Context: an optimization exercise on an open-source flow, tuned for small area and a short achievable clock period. The choices shown serve that exercise and are no tape-out recipe. Only simulation tests tie the RTL to the original design; equivalence was not proved. Power figures rest on the tool's default switching activity, not on a simulated workload.

===== design/flow/design.v =====
package brf_pkg;
  localparam int STORE_DEPTH_DEF = 256;
  localparam int CFG_W           = 11;
  localparam int CNT_W           = 11;
  localparam int DATA_W          = 8;
  localparam int CNT_MAX         = (2 ** CNT_W) - 1;
  localparam logic [CFG_W-1:0] DEPTH_RESET = CFG_W'(1024);
  typedef enum logic [1:0] {
    KIND_WRITE  = 2'd0,
    KIND_READ   = 2'd1,
    KIND_FLUSH  = 2'd2,
    KIND_REWIND = 2'd3
  } kind_t;
  typedef struct packed {
    kind_t              kind;
    logic [DATA_W-1:0]  data_in;
    logic [CNT_W-1:0]   rewind_count;
    logic               burst_last;
  } in_req_t;
  typedef struct packed {
    logic [DATA_W-1:0]  data_out;
    logic               accepted;
    logic [CNT_W-1:0]   fill_level;
    logic [CNT_W-1:0]   burst_moved;
    logic [CNT_W-1:0]   rewound;
  } out_rsp_t;
endpackage
import brf_pkg::*;
module brf_store #(
  parameter int STORE_DEPTH = brf_pkg::STORE_DEPTH_DEF
) (
  input  logic                              clk,
  input  logic                              rst_n,
  input  logic                              wr_en,
  input  logic [$clog2(STORE_DEPTH)-1:0]    wr_addr,
  input  logic [brf_pkg::DATA_W-1:0]        wr_data,
  input  logic                              rd_en,
  input  logic [$clog2(STORE_DEPTH)-1:0]    rd_addr,
  output logic [brf_pkg::DATA_W-1:0]        rd_data,
  output logic                              clearing
);
  localparam int PW = $clog2(STORE_DEPTH);
  logic [DATA_W-1:0] mem [STORE_DEPTH];
  logic [DATA_W-1:0] rd_data_r;
  logic              clr_active_r;
  logic [PW-1:0]     clr_addr_r;
  logic              we;
  logic [PW-1:0]     waddr;
  logic [DATA_W-1:0] wdata;
  always_ff @(posedge clk) begin
    if (!rst_n) begin
      clr_active_r <= 1'b1;
      clr_addr_r   <= '0;
    end else if (clr_active_r) begin
      clr_addr_r <= clr_addr_r + PW'(1);
      if (clr_addr_r == PW'(STORE_DEPTH - 1)) begin
        clr_active_r <= 1'b0;
      end
    end
  end
  assign we    = clr_active_r | wr_en;
  assign waddr = clr_active_r ? clr_addr_r : wr_addr;
  assign wdata = clr_active_r ? '0 : wr_data;
  always_ff @(posedge clk) begin
    if (we) begin
      mem[waddr] <= wdata;
    end
  end
  always_ff @(posedge clk) begin
    if (rd_en) begin
      rd_data_r <= mem[rd_addr];
    end
  end
  assign rd_data  = rd_data_r;
  assign clearing = clr_active_r;
endmodule
import brf_pkg::*;
module byte_ring_fifo_with_rewind_top #(
  parameter int STORE_DEPTH = brf_pkg::STORE_DEPTH_DEF
) (
  input  logic                       clk,
  input  logic                       rst_n,
  input  logic                       in_valid,
  output logic                       in_stall,
  input  logic [21:0]                in_req,
  output logic                       out_valid,
  input  logic                       out_stall,
  output logic [41:0]                out_rsp,
  input  logic                       cfg_valid,
  output logic                       cfg_ready,
  input  logic [10:0]                cfg_data
);
  localparam int PW   = $clog2(STORE_DEPTH);
  localparam int XW   = ((PW > CNT_W) ? PW : CNT_W) + 1;
  localparam int DMAX = (STORE_DEPTH > CNT_MAX) ? CNT_MAX : STORE_DEPTH;
  function automatic logic [CNT_W-1:0] ring_depth(input logic [CFG_W-1:0] v);
    logic [CNT_W-1:0] d;
    d = CNT_W'(v);
    if (d == '0) begin
      d = CNT_W'(1);
    end
    if (d > CNT_W'(DMAX)) begin
      d = CNT_W'(DMAX);
    end
    ring_depth = d;
  endfunction
  brf_pkg::in_req_t          req;
  logic [CNT_W-1:0] depth_r;
  logic [PW-1:0]    rp_r, rp_nxt;
  logic [PW-1:0]    wp_r, wp_nxt;
  logic [CNT_W-1:0] held_r, held_nxt;
  logic [CNT_W-1:0] bc_r, bc_nxt;
  logic             s1_valid_r;
  brf_pkg::out_rsp_t         s1_rsp_r;
  brf_pkg::out_rsp_t         s1_out;
  brf_pkg::out_rsp_t         rsp_nxt;
  logic             s1_rd_r;
  logic             out_valid_r;
  brf_pkg::out_rsp_t         out_rsp_r;
  logic             clearing;
  logic [DATA_W-1:0] rd_data;
  logic             in_acc, cfg_wr, s1_move;
  logic             wr_en, rd_en;
  logic [XW-1:0]    x_rp, x_wp, x_depth, x_rew;
  logic [XW-1:0]    rp_inc, wp_inc, rp_back;
  logic [CNT_W-1:0] free_cnt, rew;
  logic [CNT_W-1:0] bc_inc;
  logic             full, empty;
  assign req       = in_req;
  assign cfg_ready = 1'b1;
  assign cfg_wr    = cfg_valid & cfg_ready;
  assign s1_move   = s1_valid_r & (~out_valid_r | ~out_stall);
  assign in_stall  = clearing | (s1_valid_r & out_valid_r & out_stall);
  assign in_acc    = in_valid & ~in_stall;
  assign x_rp     = XW'(rp_r);
  assign x_wp     = XW'(wp_r);
  assign x_depth  = XW'(depth_r);
  assign rp_inc   = x_rp + XW'(1);
  assign wp_inc   = x_wp + XW'(1);
  assign full     = (held_r >= depth_r);
  assign empty    = (held_r == '0);
  assign free_cnt = depth_r - held_r;
  assign rew      = (req.rewind_count > free_cnt) ? free_cnt : req.rewind_count;
  assign x_rew    = XW'(rew);
  assign rp_back  = (x_rp >= x_rew) ? (x_rp - x_rew) : (x_rp + x_depth - x_rew);
  assign bc_inc   = (bc_r < CNT_W'(CNT_MAX)) ? (bc_r + CNT_W'(1)) : bc_r;
  always_comb begin
    rp_nxt   = rp_r;
    wp_nxt   = wp_r;
    held_nxt = held_r;
    bc_nxt   = bc_r;
    wr_en    = 1'b0;
    rd_en    = 1'b0;
    rsp_nxt  = '0;
    unique case (req.kind)
      KIND_WRITE: begin
        if (!full) begin
          wr_en            = in_acc;
          wp_nxt           = (wp_inc >= x_depth) ? '0 : PW'(wp_inc);
          held_nxt         = held_r + CNT_W'(1);
          bc_nxt           = bc_inc;
          rsp_nxt.accepted = 1'b1;
        end
        if (req.burst_last) begin
          rsp_nxt.burst_moved = bc_nxt;
          bc_nxt              = '0;
        end
      end
      KIND_READ: begin
        if (!empty) begin
          rd_en            = in_acc;
          rp_nxt           = (rp_inc >= x_depth) ? '0 : PW'(rp_inc);
          held_nxt         = held_r - CNT_W'(1);
          bc_nxt           = bc_inc;
          rsp_nxt.accepted = 1'b1;
        end
        if (req.burst_last) begin
          rsp_nxt.burst_moved = bc_nxt;
          bc_nxt              = '0;
        end
      end
      KIND_FLUSH: begin
        rp_nxt           = wp_r;
        held_nxt         = '0;
        rsp_nxt.accepted = 1'b1;
      end
      KIND_REWIND: begin
        rp_nxt           = PW'(rp_back);
        held_nxt         = held_r + rew;
        rsp_nxt.rewound  = rew;
        rsp_nxt.accepted = 1'b1;
      end
      default: begin
        rsp_nxt = '0;
      end
    endcase
    rsp_nxt.fill_level = held_nxt;
  end
  always_ff @(posedge clk) begin
    if (!rst_n) begin
      depth_r <= ring_depth(DEPTH_RESET);
      rp_r    <= '0;
      wp_r    <= '0;
      held_r  <= '0;
      bc_r    <= '0;
    end else if (cfg_wr) begin
      depth_r <= ring_depth(cfg_data);
      rp_r    <= '0;
      wp_r    <= '0;
      held_r  <= '0;
      bc_r    <= '0;
    end else if (in_acc) begin
      rp_r    <= rp_nxt;
      wp_r    <= wp_nxt;
      held_r  <= held_nxt;
      bc_r    <= bc_nxt;
    end
  end
  always_ff @(posedge clk) begin
    if (!rst_n) begin
      s1_valid_r  <= 1'b0;
      out_valid_r <= 1'b0;
    end else begin
      if (in_acc) begin
        s1_valid_r <= 1'b1;
      end else if (s1_move) begin
        s1_valid_r <= 1'b0;
      end
      if (s1_move) begin
        out_valid_r <= 1'b1;
      end else if (!out_stall) begin
        out_valid_r <= 1'b0;
      end
    end
  end
  always_comb begin
    s1_out          = s1_rsp_r;
    s1_out.data_out = s1_rd_r ? rd_data : '0;
  end
  always_ff @(posedge clk) begin
    if (in_acc) begin
      s1_rsp_r <= rsp_nxt;
      s1_rd_r  <= rd_en;
    end
    if (s1_move) begin
      out_rsp_r <= s1_out;
    end
  end
  assign out_valid = out_valid_r;
  assign out_rsp   = out_rsp_r;
  brf_store #(
    .STORE_DEPTH (STORE_DEPTH)
  ) u_store (
    .clk      (clk),
    .rst_n    (rst_n),
    .wr_en    (wr_en),
    .wr_addr  (wp_r),
    .wr_data  (req.data_in),
    .rd_en    (rd_en),
    .rd_addr  (rp_r),
    .rd_data  (rd_data),
    .clearing (clearing)
  );
endmodule

===== design/flow/run.sh =====
#!/bin/bash
# synth_recipe.tcl (not shown) runs the flow's synth.tcl, then flattens the netlist and writes it again
# the make line also repeats each setting of config.mk as NAME=value (left out here)
make -C /OpenROAD-flow-scripts/flow DESIGN_CONFIG=/design/flow/config.mk WORK_HOME=/design/flow/orfs CLKGATE_MAP_FILE= SYNTH_SCRIPT=/design/flow/synth_recipe.tcl finish

===== design/flow/config.mk =====
export PLATFORM = sky130hd
export DESIGN_NAME = byte_ring_fifo_with_rewind_top
export DESIGN_NICKNAME = byte_ring_fifo_with_rewind_top
export VERILOG_FILES = /design/flow/design.v
export SDC_FILE = /design/flow/constraint.sdc
export NUM_CORES = 4
export LEC_CHECK = 0
export CAP_MARGIN = 20
export CORE_MARGIN = 2
export CORE_UTILIZATION = 40
export SLEW_MARGIN = 20

===== design/flow/constraint.sdc =====
create_clock -name core_clock -period 6.3 [get_ports {clk}]
set_input_delay 1.2600 -clock core_clock [delete_from_list [all_inputs] [get_ports {clk}]]
set_output_delay 1.2600 -clock core_clock [all_outputs]
set_load 0.01 [all_outputs]

==> results.txt <==
how the worst min path moves through the flow:
stage | from | end | slack, ns
after CTS | s1_rsp_r[6] | out_rsp_r[6] | 0.42
after global routing | s1_rsp_r[10] | out_rsp_r[10] | 0.43
after floorplan | s1_rsp_r[0] | out_rsp_r[0] | 0.40
final | s1_rsp_r[6] | out_rsp_r[6] | 0.42
after global placement | s1_rsp_r[30] | out_rsp_r[30] | 0.40
after detailed placement | s1_rsp_r[10] | out_rsp_r[10] | 0.41
cell usage after synthesis, drive strengths merged (8+ instances only):
cell	n	share of area, %
edfxtp	2133	73
mux4	640	16
nor2	337	1.4
clkbuf	149	0.63
nand2	135	0.57
buf	96	0.57
ha	71	1.0
o21ai	68	0.39
a21oi	65	0.37
inv	64	0.27
dfxtp	60	1.4
nand3	47	0.27
a22oi	44	0.37
xnor2	38	0.38
nor3	29	0.16
and2	23	0.16
nor2b	22	0.16
a221oi	20	0.21
a21o	18	0.15
a22o	18	0.18
nand4	15	0.11
xor2	15	0.15
mux2i	14	0.16
and3	13	0.092
nand2b	11	0.078
a31oi	10	0.071
fa	10	0.23
nor4	9	0.11
o211ai	9	0.077
o32ai	9	0.098
a211oi	8	0.068
o21a	8	0.068
o221ai	8	0.079
o22ai	8	0.057
cells by family after synthesis:
kind of cell               count (synthesis)  synth area share (%)
and+or+nand+nor                          667                  3.37
adders and majority gates                 81                  1.23
other                                      1               0.00425
AOI/OAI and AO/OA                        356                  2.83
muxes                                    657                  16.5
buffers and inverters                    311                  1.49
DFF                                     2193                  74.0
xor gates and xnor gates                  53                 0.526
where the power goes:
group / switching, mW / internal [mW] / leakage [nW]
clock: 5.48 / 7.12 / 3.35
combinational: 0.270 / 0.147 / 6.99
sequential: 0.00815 / 15.8 / 20.3
total: 5.76 / 23.0 / 30.6
cells in the final DEF, fill, tap and decap left out, types with 55 or more instances in the layout:
cell type           n
edfxtp_1         2133
o21ai_0            59
nand2_1           135
ha_1               71
clkdlybuf4s50_1    81
a21oi_1            63
nor2_1            336
clkbuf_16         213
mux4_2            640
inv_1              63
buf_4              94
dfxtp_1            55
worst max-delay path: stages (launching register included):
cell      delay (ns)
dfxtp_1         0.44
inv_1           0.19
fa_1            0.47
a21o_1          0.22
a221oi_4        0.30
a21oi_1         0.12
xor2_1          0.19
inv_1           0.06
ha_1            0.29
and4_1          0.24
nand4_1         0.14
a21o_1          0.22
a21oi_4         0.20
buf_4           0.17
mux2i_1         0.18
buf_4           0.17
fa_1            0.47
fa_1            0.43
a21o_1          0.18
a21oi_1         0.22
o21bai_1        0.09
a21oi_1         0.19
xor2_1          0.18
nor4_1          0.06
or3_1           0.36
layout make-up:
class | count | area share, %
Sequential cell | 2193 | 65.4
Multi-Input combinational cell | 1815 | 21.8
Clock buffer | 250 | 5.48
Tap cell | 2871 | 3.60
Timing Repair Buffer | 200 | 2.03
Clock inverter | 143 | 1.42
Inverter | 66 | 0.248
Antenna cell | 4 | 0.0100
per-layer routing:
layer | GRT usage, % | wire (µm) | vias up
li1 | - | - | 18300
met1 | 27.5 | 91900 | 23300
met2 | 29.8 | 102000 | 1586
met3 | 2.94 | 13700 | 250
met4 | 4.80 | 4300 | 2
met5 | 0 | 13 | -
registers in the layout (all words and copies together) (netlist names), 8 cells and up:
name	count
out_rsp_r	42
bc_r	11
s1_rsp_r	34
u_store.clr_addr_r	8
depth_r	11
rp_r	8
wp_r	8
u_store.rd_data_r	8
u_store.mem	2048
held_r	11
through the flow:
stage | hold WS (ns) | setup WS, ns | total power [mW] | cell area (µm²)
3_5_place_dp | 0.407 | 0.190 | 16.5 | 92800
6_report | 0.418 | 0.380 | 28.8 | 99800
2_1_floorplan | 0.400 | 0.513 | 16.3 | 88200
5_1_grt | 0.425 | 0.0407 | 29.6 | 99800
4_1_cts | 0.417 | 0.149 | 29.0 | 99700
3_3_place_gp | 0.402 | 0.246 | 16.5 | 92800
==> results.yml <==
sta:
  hold_viol_final: 0
  setup_viol: 0
  tns_ns: 0
  worst_slew_pin_slew_ns: 1.25
  period_minus_slack_ns: 5.92
  fmax_ghz: 0.169
  rsz0062_at_grt: "no"
  finalCritPeriodShare_pct: 94.0
  slew_viol_final: 0
  finClkSkew_ns: 0.0281
  slew_headroom_pct: 16.4
worst_setup_path:
  required_ns: 7.01
  r2r_end: "rp_r[6]"
  crit_path_end: "rp_r[6]"
  crit_fanout: 6
  end_kind: "flop"
  critPathLaunchType: "flop"
  reg2reg_depth: 24
  crit_type: "reg2reg"
  rr_startpoint: "held_r[1]"
  worstSetupStartpoint: "held_r[1]"
  rrSetupSlack_ns: 0.38
  cp_data_arrival_time_ns: 6.63
clock_tree:
  cts_buffers: 212
  cts-resized-gates: 0
  clock_latency_ns: 0.85
  cts_tree: "done"
  htreeDepth: 4
  clkTransAtPathRegs_ns: 0.06
  cts_root_buf: "clkbuf_16"
  cts-hold-fix-buffers: 0
  post_cts_buffers: 0
  cts.sinks: 2193
  clk_path_buf_depth: 3
logic_synthesis:
  synth_warnings: 2
  ys_types: 77
  syn_area_mm2: 0.0882
  ys.flop_type: "edfxtp_1"
  synth_edf_count: 2133
  synthCells: 4319
  ys_async_sr_fraction_pct: 0
  syn_nets: 4438
  avgSynthCellArea_um2: 20.4
  synth_seq_cells: 2193
  yosysSeqAreaShare_pct: 74.0
power:
  p_leak_nw: 30.6
  ir_drop_mv: 0.256
  powerDensity_mw_per_mm2: 289
route:
  via_count: 43400
  wl_per_cell_um: 28.1
  routed_wirelength_um: 212000
  firstDrtPassIters: 7
  drtAntennaViolNets: 0
  first_iter_violations: 4983
  drc_errors: 0
  via_per_inst: 5.76
floorplan:
  io_pins: 83
  die_area_mm2: 0.224
  die_width_um: 474
  die_h_um: 474
  core_area_mm2: 0.220
  start_util_pct: 40.2
  num_rows: 172
placement:
  io_buffers: 81
  place_inst: 7144
  dp.final_hpwl_um: 128000
  gp_congestion: 0.878
finish:
  post-route-util_pct: 45.5
  syn_to_final_growth_pct: 13.2
  multiInputGateArea_mm2: 0.0218
  regArea_mm2: 0.0653
  fill_cells: 18200
  fin_cells: 7542
  nets: 4607
  drive_gt1_share_pct: 23.7
job:
  maxCapViolCount: 0
global_routing:
  grt_max_degree: 200
  grt_usage_pct: 18.9
  grt-ovfl-total: 0
  grt_pass1_wl_um: 309000
  antenna_found_initial: 4
  grt_pass1_vias: 43500
min_path:
  worstHoldPathType: "reg2reg"
  min_path_cells: 0
outcome:
  status: "complete, no violations"

re-timing with driven ports:
The flow's constraints put no driver on any port. The routed layout listed below was extracted and timed again, unchanged, in two steps. Step 1, drivers: a clkbuf_16 drives clk and a buf_2 each remaining input, both assumed. Step 2 adds t to the input delays and takes it off the output delays; t is the mean of the earliest and latest rising clock arrival at the registers after step 1. Input paths then give back, and output paths get back, about the clock's delay inside the block. a / b / c = ideal ports / drivers / drivers and shift; a / b = the first two.
t (ns): 0.931
setup WS [ns]: 0.380 / 0.380 / 0.380
worst register clock-pin slew, ns: 0.07 / 0.07
After both steps setup and hold are still met in this run. The setup slack of this run moves by 0.000 ns with the drivers and by 0.000 ns with both steps.
